Source: an optimization exercise on an open RTL-to-GDS flow (aim: small area, a short achievable clock period and few clock cycles per item). Production flows keep margins and buffers that such runs may drop. The RTL was checked by simulation tests, not by an equivalence proof against the original design. No activity file was given, so power comes from the tool's default toggle rates.

**config.mk**
```make
export PLATFORM = sky130hd
export DESIGN_NAME = queue_cmd_front
export DESIGN_NICKNAME = queue_cmd_front
export VERILOG_FILES = /design/flow/design.v
export SDC_FILE = /design/flow/constraint.sdc
export NUM_CORES = 4
export LEC_CHECK = 0
export CAP_MARGIN = 20
export CORE_MARGIN = 2
export CORE_UTILIZATION = 40
export SLEW_MARGIN = 20
```
**constraint.sdc**
```tcl
create_clock -name core_clock -period 6.5 [get_ports {clk}]
set_input_delay 1.3000 -clock core_clock [delete_from_list [all_inputs] [get_ports {clk}]]
set_output_delay 1.3000 -clock core_clock [all_outputs]
set_load 0.01 [all_outputs]
```
**design.v**
```verilog
module queue_cmd_front #(
    parameter int PAYLOAD_SIZE = 24,
    parameter int ID_WIDTH     = 8,
    parameter int FIFO_SIZE    = 1024,
    parameter int PTR_WIDTH    = $clog2(FIFO_SIZE),
    parameter int QDATA_SIZE   = PAYLOAD_SIZE + ID_WIDTH
) (
    input  logic                    clk,
    input  logic                    reset,
    input  logic                    cmd_valid,
    output logic                    cmd_ready,
    input  logic [1:0]              cmd_op,
    input  logic [ID_WIDTH-1:0]     cmd_id,
    input  logic [PAYLOAD_SIZE-1:0] cmd_payload,
    output logic                    q_push_flag,
    output logic [QDATA_SIZE-1:0]   q_push_data,
    output logic                    q_pop_flag,
    input  logic [QDATA_SIZE-1:0]   q_pop_data,
    output logic                    q_remove_flag,
    output logic [PTR_WIDTH-1:0]    q_remove_index,
    input  logic                    q_full,
    input  logic                    q_empty,
    input  logic                    q_error_reg,
    input  logic                    q_error_rem,
    input  logic                    q_error_time,
    output logic                    rsp_valid,
    input  logic                    rsp_ready,
    output logic [2:0]              rsp_status,
    output logic [ID_WIDTH-1:0]     rsp_id,
    output logic [PAYLOAD_SIZE-1:0] rsp_payload
);
    localparam int DEPTH = 2 ** ID_WIDTH;
    localparam logic [1:0] OP_ADD    = 2'd0;
    localparam logic [1:0] OP_CANCEL = 2'd1;
    localparam logic [1:0] OP_POP    = 2'd2;
    localparam logic [2:0] ST_OK    = 3'd0;
    localparam logic [2:0] ST_DUP   = 3'd1;
    localparam logic [2:0] ST_NF    = 3'd2;
    localparam logic [2:0] ST_FULL  = 3'd3;
    localparam logic [2:0] ST_EMPTY = 3'd4;
    localparam logic [2:0] ST_QERR  = 3'd5;
    typedef enum logic [1:0] {IDLE, EXEC, CHECK, RESP} state_t;
    state_t                  state, state_nx;
    logic [1:0]              op;
    logic [ID_WIDTH-1:0]     id;
    logic [PAYLOAD_SIZE-1:0] payload;
    logic [DEPTH-1:0]        live;
    logic [PTR_WIDTH-1:0]    slot_mem [DEPTH];
    logic [PTR_WIDTH-1:0]    tail;
    logic [2:0]              exec_status;
    logic                    hit;
    logic                    q_err;
    assign hit            = live[id];
    assign q_err          = q_error_reg | q_error_rem | q_error_time;
    assign cmd_ready      = (state == IDLE) && reset;
    assign rsp_valid      = (state == RESP);
    assign q_push_data    = {payload, id};
    assign q_remove_index = slot_mem[id];
    always_comb begin
        state_nx      = state;
        q_push_flag   = 1'b0;
        q_pop_flag    = 1'b0;
        q_remove_flag = 1'b0;
        exec_status   = ST_OK;
        unique case (state)
            IDLE:  if (cmd_valid) state_nx = EXEC;
            EXEC: begin
                state_nx = CHECK;
                unique case (op)
                    OP_ADD: begin
                        if (hit)         exec_status = ST_DUP;
                        else if (q_full) exec_status = ST_FULL;
                        else             q_push_flag = 1'b1;
                    end
                    OP_CANCEL: begin
                        if (!hit) exec_status   = ST_NF;
                        else      q_remove_flag = 1'b1;
                    end
                    OP_POP: begin
                        if (q_empty) exec_status = ST_EMPTY;
                        else         q_pop_flag  = 1'b1;
                    end
                    default: exec_status = ST_NF;
                endcase
            end
            CHECK: state_nx = RESP;
            RESP:  if (rsp_ready) state_nx = IDLE;
            default: state_nx = IDLE;
        endcase
    end
    always_ff @(posedge clk or negedge reset) begin
        if (!reset) begin
            state       <= IDLE;
            op          <= OP_ADD;
            id          <= '0;
            payload     <= '0;
            live        <= '0;
            tail        <= '0;
            rsp_status  <= ST_OK;
            rsp_id      <= '0;
            rsp_payload <= '0;
        end else begin
            state <= state_nx;
            if (state == IDLE && cmd_valid) begin
                op      <= cmd_op;
                id      <= cmd_id;
                payload <= cmd_payload;
            end
            if (state == EXEC) begin
                rsp_status <= exec_status;
                if (q_push_flag) begin
                    live[id] <= 1'b1;
                    tail     <= tail + 1'b1;
                end
                if (q_remove_flag) live[id] <= 1'b0;
                if (op == OP_POP) begin
                    rsp_id      <= q_pop_flag ? q_pop_data[ID_WIDTH-1:0] : '0;
                    rsp_payload <= q_pop_flag ? q_pop_data[QDATA_SIZE-1:ID_WIDTH] : '0;
                end else begin
                    rsp_id      <= id;
                    rsp_payload <= '0;
                end
            end
            if (state == CHECK) begin
                if (q_err)
                    rsp_status <= ST_QERR;
                else if (op == OP_POP && rsp_status == ST_OK)
                    live[rsp_id] <= 1'b0;
            end
        end
    end
    always_ff @(posedge clk) begin
        if (q_push_flag) slot_mem[id] <= tail;
    end
endmodule
```
**run.sh**
```bash
#!/bin/bash
# synth_recipe.tcl (not shown) runs the flow's synth.tcl, then flattens the netlist and writes it again
# the make line also repeats each setting of config.mk as NAME=value (left out here)
make -C /OpenROAD-flow-scripts/flow DESIGN_CONFIG=/design/flow/config.mk WORK_HOME=/design/flow/orfs CLKGATE_MAP_FILE= SYNTH_SCRIPT=/design/flow/synth_recipe.tcl finish
```
==> implementation parameters <==
Parameter                              Value

Logic synthesis
  Cell type contributing the most total cell area after synthesis ... edfxtp_1
  Most numerous cell types in the synthesized netlist ... 2560 x edfxtp_1, 873 x mux4_2, 434 x a21oi_1, 352 x nor2_1, 337 x dfrtp_1
  Unique masters post-synth ... 60
  Post-synthesis cell count ... 6221
  Cell Area, Synth ... 0.118 mm2
  Synthesis-stage register bit count ... 2897
  Mean cell area of the mapped netlist ... 19.0 um2
  FFs w/ async S/R, synth ... 0.116
  Number of warnings issued by yosys ... 1
  Sequential element share of the synthesized area ... 0.721
  Net Count, Synth ... 6310
  Leading cell type by number of instances after synthesis ... edfxtp_1
  EDFF count, synth ... 2560
  Synth area leaders ... edfxtp_1 65%, mux4_2 17%, dfrtp_1 7.1%
  Share of the synthesized area in the top cell type ... 0.650
  Predominant post-synthesis flop cell ... edfxtp_1

Placed design
  Setup slack at placement ... 0.385 ns
  DP Wirelength ... 199000 um
  GPL Wtd Cong ... 0.890
  Count of input and output buffers ... 156

Global route
  All-layer global routing usage ... 0.217
  Number of global-route vias before repair ... 64500
  Antenna violations before repair ... 4
  Global-route wire length before repair ... 474000 um
  GRT overflow ... 0
  Pin count of the biggest net entering global routing ... 227

STA
  Unrepaired setup endpoints after global routing ... no
  Number of hold violations in the final report ... 0
  Worst Skew ... 0.0889 ns
  Worst-case setup margin in the final layout ... 0.0300 ns
  Final total negative setup slack ... 0 ns
  Pin slew with the least headroom to its limit ... 1.27 ns
  Part of the cycle the worst path needs ... 0.995
  Maximum clock rate ... 155 MHz
  Count of final max-slew check failures ... 0
  Minimum clock period after layout ... 6.47 ns
  Relative slew slack ... 0.150
  Count of endpoints failing setup in the final report ... 0

Floorplanning
  Area of the core region ... 0.294 mm2
  Die width ... 548 um
  Initial standard-cell utilization of the core ... 0.402
  IO Pins ... 157
  Die footprint ... 0.300 mm2
  Placement row count ... 199
  Height of the chip ... 548 um

Route
  Total wirelength of the detailed-routed design ... 331000 um
  Wire per inst ... 30.4 um
  First-iteration detailed-routing DRC count ... 8303
  Post-DR vias/cell ... 5.95
  First-pass iteration count of the detailed router ... 6
  Total via count in the routed design ... 64800
  Number of nets with antenna violations after routing ... 0
  Remaining routing DRC violations ... 0

Clock tree
  Total CTS buffers ... 310
  Clock transition at path regs ... 0.06 ns
  Clock tree from TritonCTS ... yes
  Clock H-tree levels ... 5
  Clk latency of the worst-skew pair ... 0.94 ns
  Count of hold buffers inserted by post-cts repair ... 0
  Cell at the root of the clock tree ... clkbuf_16
  Maximum buffer depth of the clock tree ... 4
  Num Clock Sinks ... 2897

Finish
  Layout net count ... 6812
  Relative area change from synthesis to final layout ... 16.1%
  Final standard cell utilization of the core ... 0.467
  Proportion of layout cells with a drive suffix above 1 ... 0.275

Setup path
  Critical path type ... flip-flop to output port
  Delay contributed by the slowest stage of the critical path ... 0.72 ns
  Critical path launch point type ... flip-flop
  Standard cell with the maximum stage delay on the critical path ... or4_4
  Data arrival time of the critical path ... 5.17 ns
  Most repeated library cell on the critical path ... buf_12
  CP cell instances ... buf_12, buf_12, buf_12, mux4_2, mux4_2, a22oi_2, o211ai_1, or4_4, clkdlybuf4s50_1
  Setup slack on the worst flop-to-flop path ... 1.00 ns
  Required time worst endpoint ... 5.20 ns
  Critical Path Fanout Max ... 28
  Element type at the critical path end ... output port

Power
  Part of the power in the clock network ... 0.310
  LEAKAGE ... 46.1 nW
  Sequential group share of total power ... 0.386
  Sw Pwr ... 18.3 mW
  Power per cell area ... 410 mW/mm2
  Internal power ... 38.0 mW
  Total chip power ... 56.3 mW
  Worst supply voltage drop on vdd ... 0.399 mV
  Comb power frac ... 0.304
  Net switching share of the total power ... 0.325

Job
  Number of max-capacitance violations reported ... 0

Outcome
  Result of the run ... complete, no violations

Worst hold path
  Hold WC Path Type ... input pin to async pin
## final timing paths
path / from / endpoint / cells after the start
hold / removal: reset / id[6]$_DFFE_PN0P_ / 1
max in group asynchronous: reset / tail[2]$_DFFE_PN0P_ / 2
min in group core_clock: payload[23]$_DFFE_PN0P_ / payload[23]$_DFFE_PN0P_ / 1
hold reg to reg: payload[23]$_DFFE_PN0P_ / payload[23]$_DFFE_PN0P_ / 1
setup reg to reg: id[1]$_DFFE_PN0P_ / slot_mem[169][8]$_DFFE_PP_ / 10
setup / recovery: id[0]$_DFFE_PN0P_ / q_remove_index[1] / 9
## power by group through the flow
| stage | clock (mW) | sequential (mW) | combinational [mW] |
|---|---|---|---|
| final | 17.5 | 21.7 | 17.1 |
| after global placement | 0 | 22.1 | 16.7 |
| after floorplan | 0 | 22.2 | 10.2 |
| after CTS | 17.8 | 21.7 | 17.1 |
| after global routing | 18.5 | 21.8 | 17.8 |
| after detailed placement | 0 | 22.2 | 16.8 |
## cells in the final DEF (no fill, tap or decap), types with 15 or more instances in the layout
cell / n
nand2b_1: 15
a2bb2oi_1: 64
clkinv_2: 69
a21oi_1: 434
dfrtp_1: 319
nor2_1: 331
clkbuf_1: 50
nand3_1: 18
and3_1: 21
nand2_1: 221
dfrtp_4: 15
clkinv_1: 50
nor2_2: 20
bufinv_16: 24
nor3_1: 16
buf_12: 60
mux2_2: 40
edfxtp_1: 2560
clkbuf_16: 313
o21ai_0: 322
o21a_1: 179
and2_1: 32
a22oi_1: 54
mux2i_1: 17
inv_1: 37
buf_4: 395
mux4_2: 873
clkdlybuf4s50_1: 155
a31oi_1: 16
## sequential cells by signal (all words and copies together), names as in the netlist
register / flops
slot_mem: 2560
live: 256
payload: 24
rsp_payload: 24
tail: 10
id: 8
rsp_id: 8
rsp_status: 3
op: 2
state: 2
## cells by family after synthesis
kind of cell             share of synthesized area
adder cells (fa/ha/maj)                    0.00148
multiplexers                                 0.172
XOR/XNOR                                   0.00148
buffers and inverters                       0.0192
AND/OR/NAND/NOR                             0.0290
AO/OA/AOI/OAI                               0.0563
flip-flops                                   0.721
## final cells by class
class | count | area (um2)
repair buffers | 620 | 5920
well taps | 3919 | 4900
clock buffers | 371 | 8130
fillers | 24400 | 157000
clock inverters | 184 | 1920
flip-flops and latches | 2897 | 85400
diodes | 4 | 10.0
multi-input cells | 2855 | 31000
inverters | 39 | 150
## repair_timing
item / in CTS / in global routing
endpoints found under the setup margin: 12 / 7
gates cloned: 1 / 0
resized for setup: 11 / 5
buffers inserted: 10 / 4
pin swaps: 2 / 0
## metal layers
metal	share of wire	track usage	vias up
met4	0.033	0.0677	0
met3	0.085	0.0431	577
met1	0.40	0.300	34600
li1	-	-	26400
met5	0	0	-
met2	0.48	0.348	3194
## per-stage QoR
step | instance area, um2 | hold slack [ns] | instances
4_1_cts | 137000 | 0.465 | 10900
6_report | 137000 | 0.475 | 10900
2_1_floorplan | 118000 | 0.526 | 6221
5_1_grt | 137000 | 0.503 | 10900
3_3_place_gp | 127000 | 0.488 | 10300
3_5_place_dp | 127000 | 0.495 | 10300
## worst max-delay path, delay by kind of cell, from the launching register on
family	cells	cell delay [ns]
multiplexers	2	1.03
buffers and inverters	4	1.18
AND/OR/NAND/NOR	1	0.72
AO/OA/AOI/OAI	2	0.72
flip-flops	1	0.59
Testbench counts, summed over its fixed seeds: cycles 64,000, commands 16,000.

[port drivers added, routing unchanged]
Ports are ideal in the flow. The routed layout listed here was re-timed in OpenROAD. Step 1, drivers: a clkbuf_16 drives clk and a buf_2 each remaining input, both assumed. Step 2, shift: input delay + t, output delay - t, t = (earliest + latest rising clock arrival at the registers) / 2. This alone moves slack from input paths to output paths. Slacks: ideal / step 1 / step 2; pairs: ideal / step 1.
shift t [ns]: 0.983
setup slack, ns: 0.030 / -0.066 / 0.917
hold WS [ns]: 0.475 / 0.437 / 0.505
After both steps this run still meets setup and hold. The setup slack of this run moves by -0.096 ns with the drivers and by +0.887 ns with both steps.
